Source: an optimization exercise on an open RTL-to-GDS flow (aim: a short achievable clock period and few clock cycles). Production flows keep margins and buffers that such runs may drop. Function was checked by simulation only, so behaviour that the tests miss may differ from the original. Power and IR drop assume default switching activity.

`run.sh`:
```
#!/bin/bash
# synth_recipe.tcl (not shown) runs the flow's synth.tcl, then flattens the netlist and writes it again
# the make line also repeats each setting of config.mk as NAME=value (left out here)
make -C /OpenROAD-flow-scripts/flow DESIGN_CONFIG=/design/flow/config.mk WORK_HOME=/design/flow/orfs CLKGATE_MAP_FILE= SYNTH_SCRIPT=/design/flow/synth_recipe.tcl finish
```
`config.mk`:
```
export PLATFORM = sky130hd
export DESIGN_NAME = lc4_core
export DESIGN_NICKNAME = lc4_core
export VERILOG_FILES = /design/flow/design.v
export SDC_FILE = /design/flow/constraint.sdc
export NUM_CORES = 4
export LEC_CHECK = 0
export CAP_MARGIN = 20
export CORE_MARGIN = 2
export CORE_UTILIZATION = 40
export PLACE_DENSITY = 0.6
export SETUP_SLACK_MARGIN = 0.15
export SLEW_MARGIN = 20
```
`constraint.sdc`:
```
create_clock -name core_clock -period 5.3 [get_ports {gwe}]
set_input_delay 1.0600 -clock core_clock [delete_from_list [all_inputs] [get_ports {gwe}]]
set_output_delay 1.0600 -clock core_clock [all_outputs]
set_load 0.01 [all_outputs]
```
`design.v`:
```
`default_nettype none
`default_nettype wire
`default_nettype none
package lc4_isa_pkg;
   typedef enum logic [3:0] {
      OP_BR    = 4'b0000,
      OP_ARITH = 4'b0001,
      OP_AND   = 4'b0101,
      OP_LDR   = 4'b0110,
      OP_STR   = 4'b0111,
      OP_CONST = 4'b1001
   } opcode_e;
   localparam logic [2:0] SUBOP_ADD = 3'b000;
   localparam logic [2:0] SUBOP_SUB = 3'b010;
   localparam logic [2:0] SUBOP_AND = 3'b000;
   typedef struct packed {
      logic n;
      logic z;
      logic p;
   } nzp_t;
   typedef struct packed {
      opcode_e    opcode;
      logic [2:0] rd;
      logic [2:0] rs;
      logic [2:0] subop;
      logic [2:0] rt;
   } r_form_t;
   typedef struct packed {
      opcode_e    opcode;
      logic [2:0] rd;       
      logic [2:0] rs;
      logic [5:0] imm6;     
   } i_form_t;
   typedef struct packed {
      opcode_e    opcode;
      nzp_t       nzp;      
      logic [8:0] imm9;
   } b_form_t;
   typedef union packed {
      r_form_t r_form;
      i_form_t i_form;
      b_form_t b_form;
   } insn_u;
endpackage
`default_nettype wire
`default_nettype none
package lc4_pipe_pkg;
   localparam int RSEL_W = $clog2(8);
   typedef logic [RSEL_W-1:0] rsel_t;
   typedef enum logic [2:0] {
      ALU_ADD,
      ALU_SUB,
      ALU_AND,
      ALU_ADDI,
      ALU_CONST,
      ALU_MEMADDR,       
      ALU_BRTARGET       
   } alu_op_e;
   typedef struct packed {
      rsel_t   rs_sel;
      logic    rs_re;
      rsel_t   rt_sel;
      logic    rt_re;
      rsel_t   wsel;
      logic    regfile_we;
      logic    nzp_we;
      logic    is_load;
      logic    is_store;
      logic    is_branch;
      alu_op_e alu_op;
   } ctrl_t;
   typedef logic [1:0] stall_t;
endpackage
`default_nettype wire
`default_nettype none
module lc4_core (
   input  logic                   gwe,
   input  logic                   i_rst_n,
   output logic [16-1:0] o_imem_addr,
   input  logic [16-1:0] i_imem_data,
   output logic [16-1:0] o_dmem_addr,
   output logic                   o_dmem_we,
   output logic [16-1:0] o_dmem_wdata,
   input  logic [16-1:0] i_dmem_rdata,
   output logic                   o_wb_valid,
   output logic [16-1:0] o_wb_pc,
   output logic [16-1:0] o_wb_insn,
   output logic                   o_wb_we,
   output lc4_pipe_pkg::rsel_t                  o_wb_wsel,
   output logic [16-1:0] o_wb_data,
   output lc4_pipe_pkg::stall_t                 o_wb_stall
);
   localparam int W = 16;
   logic [W-1:0] pc_q;
   logic [W-1:0] rf [8];
   logic         x_valid, x_we, x_alu_we, x_flag, x_ld, x_st, x_and;
   logic         x_sub, x_fwd_a, x_fwd_b, x_fwd_s_alu, x_fwd_s_ld;
   logic         x_chk, x_pred;
   logic [2:0]   x_wsel, x_mask;
   logic [W-1:0] x_a, x_b, x_sdata, x_pc, x_insn, x_target, x_next;
   logic [W-1:0] r1_q;           
   logic [W-1:0] fr_q;           
   logic         fr_valid;
   logic         m_valid, m_we, m_ld, m_st;
   logic [2:0]   m_wsel;
   logic [W-1:0] m_res, m_sdata, m_pc, m_insn;
   logic         w_valid, w_we;
   logic [2:0]   w_wsel;
   logic [W-1:0] w_data, w_pc, w_insn;
   logic [2:0] nzp;
   always_comb begin
      if (!fr_valid)         nzp = 3'b000;
      else if (fr_q[W-1])    nzp = 3'b100;
      else if (fr_q == '0)   nzp = 3'b010;
      else                   nzp = 3'b001;
   end
   logic [W-1:0] iw;
   assign iw = i_imem_data;
   assign o_imem_addr = pc_q;
   logic [3:0] p_op;
   logic [2:0] p_rd, p_rs, p_rt;
   logic p_br, p_addi, p_rr, p_sub, p_and, p_ld, p_st, p_const;
   logic p_we, p_alu_we, p_flag, p_rd_rs, p_rd_rt;
   assign p_op    = iw[15:12];
   assign p_rd    = iw[11:9];
   assign p_rs    = iw[8:6];
   assign p_rt    = iw[2:0];
   assign p_br    = (p_op == 4'h0) && (iw[11:9] != 3'b000) && (iw[8:0] != 9'd0);
   assign p_addi  = (p_op == 4'h1) && iw[5];
   assign p_rr    = (p_op == 4'h1) && !iw[5] && (iw[4:3] == 2'b00 || iw[4:3] == 2'b10);
   assign p_sub   = (p_op == 4'h1) && !iw[5] && (iw[4:3] == 2'b10);
   assign p_and   = (p_op == 4'h5) && (iw[5:3] == 3'b000);
   assign p_ld    = (p_op == 4'h6);
   assign p_st    = (p_op == 4'h7);
   assign p_const = (p_op == 4'h9);
   assign p_alu_we = p_addi | p_rr | p_and | p_const;
   assign p_flag   = p_alu_we;
   assign p_we     = p_alu_we | p_ld;
   assign p_rd_rs  = p_addi | p_rr | p_and | p_ld | p_st;
   assign p_rd_rt  = p_rr | p_and;
   logic m_ld_v;
   assign m_ld_v = m_valid && m_ld;
   logic [W-1:0] p_rs_v, p_rt_v, p_rd_v;
   assign p_rs_v = (m_ld_v && m_wsel == p_rs) ? i_dmem_rdata : rf[p_rs];
   assign p_rt_v = (m_ld_v && m_wsel == p_rt) ? i_dmem_rdata : rf[p_rt];
   assign p_rd_v = (m_ld_v && m_wsel == p_rd) ? i_dmem_rdata : rf[p_rd];
   logic [W-1:0] p_a, p_b;
   always_comb begin
      p_a = p_const ? '0 : p_rs_v;
      if (p_rr | p_and)      p_b = p_sub ? ~p_rt_v : p_rt_v;
      else if (p_addi)       p_b = W'(signed'(iw[4:0]));
      else if (p_ld | p_st)  p_b = W'(signed'(iw[5:0]));
      else                   p_b = W'(signed'(iw[8:0]));
   end
   logic x_alu_v, x_ld_v;
   assign x_alu_v = x_valid && x_alu_we;
   assign x_ld_v  = x_valid && x_ld;
   logic p_stall;
   assign p_stall = x_ld_v && ((p_rd_rs && p_rs == x_wsel) || (p_rd_rt && p_rt == x_wsel));
   logic [W-1:0] p_next, p_target;
   logic         p_chk, p_taken;
   assign p_target = pc_q + W'(1) + W'(signed'(iw[8:0]));
   assign p_next   = pc_q + W'(1);
   assign p_chk    = p_br && x_valid && x_flag;
   assign p_taken  = p_br && (p_chk ? iw[8] : |(iw[11:9] & nzp));
   logic x_mispred, x_actual;
   assign x_actual  = |(x_mask & nzp);
   assign x_mispred = x_valid && x_chk && (x_actual != x_pred);
   always_ff @(posedge gwe) begin
      if (!i_rst_n)       pc_q <= 16'h8200;
      else if (x_mispred) pc_q <= x_actual ? x_target : x_next;
      else if (!p_stall)  pc_q <= p_taken ? p_target : p_next;
   end
   always_ff @(posedge gwe) begin
      if (!i_rst_n || x_mispred || p_stall) begin
         x_valid <= 1'b0;
         x_we    <= 1'b0;
         x_alu_we <= 1'b0;
         x_flag  <= 1'b0;
         x_ld    <= 1'b0;
         x_st    <= 1'b0;
         x_chk   <= 1'b0;
      end else begin
         x_valid <= 1'b1;
         x_we    <= p_we;
         x_alu_we <= p_alu_we;
         x_flag  <= p_flag;
         x_ld    <= p_ld;
         x_st    <= p_st;
         x_chk   <= p_chk;
      end
   end
   always_ff @(posedge gwe) begin
      x_and       <= p_and;
      x_sub       <= p_sub;
      x_wsel      <= p_rd;
      x_mask      <= iw[11:9];
      x_pred      <= p_taken;
      x_a         <= p_a;
      x_b         <= p_b;
      x_sdata     <= p_rd_v;
      x_fwd_a     <= x_alu_v && !p_const && p_rs == x_wsel;
      x_fwd_b     <= x_alu_v && p_rd_rt && p_rt == x_wsel;
      x_fwd_s_alu <= x_alu_v && p_rd == x_wsel;
      x_fwd_s_ld  <= x_ld_v && p_rd == x_wsel;
      x_pc        <= pc_q;
      x_insn      <= iw;
      x_target    <= p_target;
      x_next      <= p_next;
   end
   logic [W-1:0] a, b, res, sdata;
   assign a     = x_fwd_a ? r1_q : x_a;
   assign b     = x_fwd_b ? (r1_q ^ {W{x_sub}}) : x_b;
   assign res   = x_and ? (a & b) : (a + b + W'(x_sub));
   assign sdata = x_fwd_s_alu ? r1_q : x_fwd_s_ld ? i_dmem_rdata : x_sdata;
   always_ff @(posedge gwe) begin
      r1_q <= res;
   end
   always_ff @(posedge gwe) begin
      if (!i_rst_n) begin
         fr_valid <= 1'b0;
      end else if (x_valid && x_flag) begin
         fr_valid <= 1'b1;
      end
   end
   always_ff @(posedge gwe) begin
      if (x_valid && x_flag) fr_q <= res;
   end
   always_ff @(posedge gwe) begin
      for (int i = 0; i < 8; i++) begin
         if (!i_rst_n) begin
            rf[i] <= '0;
         end else if (x_alu_v && x_wsel == 3'(i)) begin
            rf[i] <= res;
         end else if (m_ld_v && m_wsel == 3'(i)) begin
            rf[i] <= i_dmem_rdata;
         end
      end
   end
   always_ff @(posedge gwe) begin
      if (!i_rst_n) begin
         m_valid <= 1'b0;
         m_we    <= 1'b0;
         m_ld    <= 1'b0;
         m_st    <= 1'b0;
      end else begin
         m_valid <= x_valid;
         m_we    <= x_valid && x_we;
         m_ld    <= x_valid && x_ld;
         m_st    <= x_valid && x_st;
      end
   end
   always_ff @(posedge gwe) begin
      m_wsel  <= x_wsel;
      m_res   <= res;
      m_sdata <= sdata;
      m_pc    <= x_pc;
      m_insn  <= x_insn;
   end
   assign o_dmem_addr  = m_res;
   assign o_dmem_we    = m_st;
   assign o_dmem_wdata = m_sdata;
   always_ff @(posedge gwe) begin
      if (!i_rst_n) begin
         w_valid <= 1'b0;
         w_we    <= 1'b0;
      end else begin
         w_valid <= m_valid;
         w_we    <= m_we;
      end
   end
   always_ff @(posedge gwe) begin
      w_wsel <= m_wsel;
      w_data <= m_ld ? i_dmem_rdata : m_res;
      w_pc   <= m_pc;
      w_insn <= m_insn;
   end
   assign o_wb_valid = w_valid;
   assign o_wb_pc    = w_pc;
   assign o_wb_insn  = w_insn;
   assign o_wb_we    = w_we;
   assign o_wb_wsel  = w_wsel;
   assign o_wb_data  = w_data;
   assign o_wb_stall = 2'd0;
endmodule
`default_nettype wire
```
==> flow_summary.toml <==
[finish]
post-route-cell-area_um2 = 23200
diodes = 0
fill_cells = 4538
area_growth_pct = 17.2
regArea_um2 = 8250
multi_input_area_um2 = 10800
drive_above_1_share_pct = 13.2
nNetsFinal = 2267

[clocking]
cts.sinks = 404
post-cts-setup-buffer-count = 0
ctsResizeCount = 0
hold_buffers = 0
path_clk_slew_ns = 0.07
root_buffer = "clkbuf_16"
cts_tree = "done"
numCtsBuffers = 44
cts_htree_levels = 2
clock_path_buffers = 3
worstSkewPairLatency_ns = 0.59

[yosys]
yosysTopAreaCell = "dfxtp_1"
synth_area_um2 = 19800
synthFlopType = "dfxtp_1"
synthAdderAreaFrac_pct = 2.51
yosysSeqAreaShare_pct = 41.6
synth_edf_count = 16
synthSimpleGateAreaFrac_pct = 11.7
synth-seq-cells = 404
synth_compound_area_share_pct = 19.6
synthArstFlopShare_pct = 0
synth_common_cells = "dfxtp_1, nand2_1, mux2i_1"
yosys-top-cells-area = "dfxtp_1, mux2i_1, mux2_2, nand2_1, o21ai_0"
muxShareOfSynthArea_pct = 17.0
synth_top_area_share_pct = 39.2
synth-xor-area-share_pct = 3.14
syn_inst = 2132
synth_most_common_cell = "dfxtp_1"
ys_warn_count = 2
syn_area_per_cell_um2 = 9.30
yosysUniqueCellTypes = 79
synth_top_family_by_area = "compound AO/OA/AOI/OAI gates"

[power]
power_switching_share_pct = 26.8
intPower_mw = 5.47
combPwrFrac_pct = 12.9
power_density_nw_per_um2 = 322
switching_power_mw = 2.00
p_seq_share_pct = 44.2
clockPowerShare_pct = 42.9
p_leak_nw = 9.66
ir_drop_v = 0.000210

[sta]
relSlewSlack_pct = 18.7
fmax_ghz = 0.251
worst_pin_slew_ns = 1.21
post-route-min-period_ns = 3.98
tns_ns = 0
timing.hold.ws_ns = 0.324
rsz0062_at_grt = "false"
hold_viol = 0
setup_viol = 0
skew_ns = 0.0178
final_max_slew_viol_count = 0
finalCritPeriodShare_pct = 75.1

[worst_setup_path]
worstPathMaxFanout = 9
cp_cell_sequence = "mux2i_1, fa_1, inv_1, fa_1, a21o_1, nand4_1, nand3_1, a41oi_1, nor2b_1, o21ai_0, o21ai_1, inv_1"
crit_arrival_ns = 4.25
path_buf_inv = 2
path_class = "reg -> reg"
crit_start = "x_fwd_a"
cpMaxStageDelayCell = "dfxtp_1"
cp_data_required_time_ns = 5.58
cp_top_family = "compound AO/OA/AOI/OAI gates"
cp-end-kind = "flip-flop"
start_kind = "flip-flop"
rr_startpoint = "x_fwd_a"
cpPeakStageDelay_ns = 0.65

[route]
drtIter0Drc = 1861
vias_per_cell = 5.90
firstDrtPassIters = 6
post_drt_wl_per_cell_um = 23.4
ant_nets = 0
drc = 0
num_vias = 17087
wl_mm = 67.8

[grt]
grt_busiest_layer = "met2"
grt.total_usage_pct = 25.9
grt_pass1_vias = 15952
grt_max_degree = 100
grt_overflow_total = 0
met1_usage_pct = 35.6
grt_pass1_wl_mm = 100
gr-usage-met3_pct = 5.44
grt_util_met2_pct = 39.9
grt_antenna_before_repair = 0

[placement]
gp_congestion = 0.932
place_area_um2 = 21700
dpl.hpwl_mm = 46.6
io_buffers = 135

[floorplanning]
die_area_um2 = 51400
initial_core_util_pct = 40.5
io_pins = 138
die_y_um = 227
coreArea_um2 = 49000
rows = 81
dieWidth_um = 227

[run]
max-cap-violations = 0

[worst_hold_path]
hp-class = "reg -> reg"
worstHoldStart = "x_pc[2]"

[status]
outcome = "finished clean"
power groups by stage:
stage               Clock [mW]  Combinational (mW)  Sequential (mW)
floorplan                    0               0.487             3.36
global placement             0               0.920             3.37
detailed placement           0               0.930             3.37
CTS                       3.26               0.937             3.31
global route              3.37                1.02             3.32
finish                    3.21               0.963             3.31
metrics by stage:
| stage | utilization, % | power [mW] | worst slack (ns) | std cells |
|---|---|---|---|---|
| 6_report | 47.5 | 7.48 | 1.32 | 2895 |
| 5_1_grt | 47.5 | 7.70 | 1.06 | 2895 |
| 4_1_cts | 47.4 | 7.50 | 1.37 | 2894 |
| 3_5_place_dp | 44.3 | 4.30 | 0.972 | 2812 |
| 3_3_place_gp | 44.3 | 4.29 | 0.983 | 2812 |
| 2_1_floorplan | - | 3.85 | 1.77 | 2133 |
path summary, 6_finish.rpt:
path | to | slack [ns] | depth (start not counted)
max | fr_q[10] | 1.32 | 12
min reg2reg | m_pc[2] | 0.32 | 0
min | m_pc[2] | 0.32 | 0
max reg2reg | fr_q[10] | 1.32 | 12
state kept, by name, indices dropped and copies added (netlist names), 16 cells and up:
name and flops:
x_a 16, m_sdata 16, x_target 16, m_insn 16, fr_q 16, x_next 16
w_pc 16, m_pc 16, x_sdata 16, w_insn 16, rf 128, pc_q 16
r1_q 16, w_data 16, x_b 16, x_pc 16, x_insn 16
logic make-up after synthesis:
logic type,Yosys count
compound gates,595
xor+xnor,71
fa+ha+maj,38
buf+inv,212
flops,404
mux,298
other cells,1
simple gates,513
area by class of cell:
| type | instances | area share, % |
|---|---|---|
| well taps | 664 | 3.57 |
| flip-flops and latches | 404 | 35.5 |
| inverters | 41 | 0.673 |
| multi-input cells | 1517 | 46.4 |
| clock buffers | 58 | 5.45 |
| repair buffers | 187 | 7.33 |
| clock inverters | 24 | 1.08 |
layout by cell type, fill, tap and decap left out, drive strengths merged, types with 33 or more instances in the layout:
master	netlist	routed
dfxtp	388	388
nand2	232	232
mux2i	175	175
o21ai	174	174
a21oi	145	145
clkdlybuf4s50	0	127
nor2	127	127
mux2	102	102
o211a	66	66
buf	48	60
clkbuf	123	58
o22ai	53	53
xnor2	51	51
inv	39	42
ha	35	35
nand3	33	33
worst register-to-register path, cell delays in order (launching register included):
cell and delay (ns):
dfxtp_1 0.65, mux2i_1 0.33, fa_1 0.25, inv_1 0.07
fa_1 0.47, a21o_1 0.20, nand4_1 0.11, nand3_1 0.12
a41oi_1 0.47, nor2b_1 0.18, o21ai_0 0.07, o21ai_1 0.62
inv_1 0.14
layer usage:
metal / vias up / share of wire (%)
li1: 7851 / -
met1: 8201 / 43
met4: 0 / 3.7
met5: - / 0
met3: 162 / 9.6
met2: 873 / 44
Testbench counts, summed over its fixed seeds: cycles 8,568.

## separate check: timing with driven ports
The flow's constraints put no driver on any port. The routed layout listed below was extracted and timed again, unchanged, in two steps.
Step 1, drivers: a clkbuf_16 drives gwe and a buf_2 each remaining input, both assumed.
Step 2, shift: input delay + t, output delay - t, t = (earliest + latest rising clock arrival at the registers) / 2. This alone moves slack from input paths to output paths.
Slacks: ideal / step 1 / step 2; pairs: ideal / step 1.
shift t [ns]: 0.637
setup slack, ns: 1.322 / 1.322 / 0.928
worst setup path after step 2: input to register
latest minus earliest clock arrival (ns): 0.020 / 0.020
pins driven straight from the clock port: 1
After both steps this run still meets setup and hold. For this run, drivers alone change the setup slack by 0.000 ns; drivers and shift together by -0.394 ns.
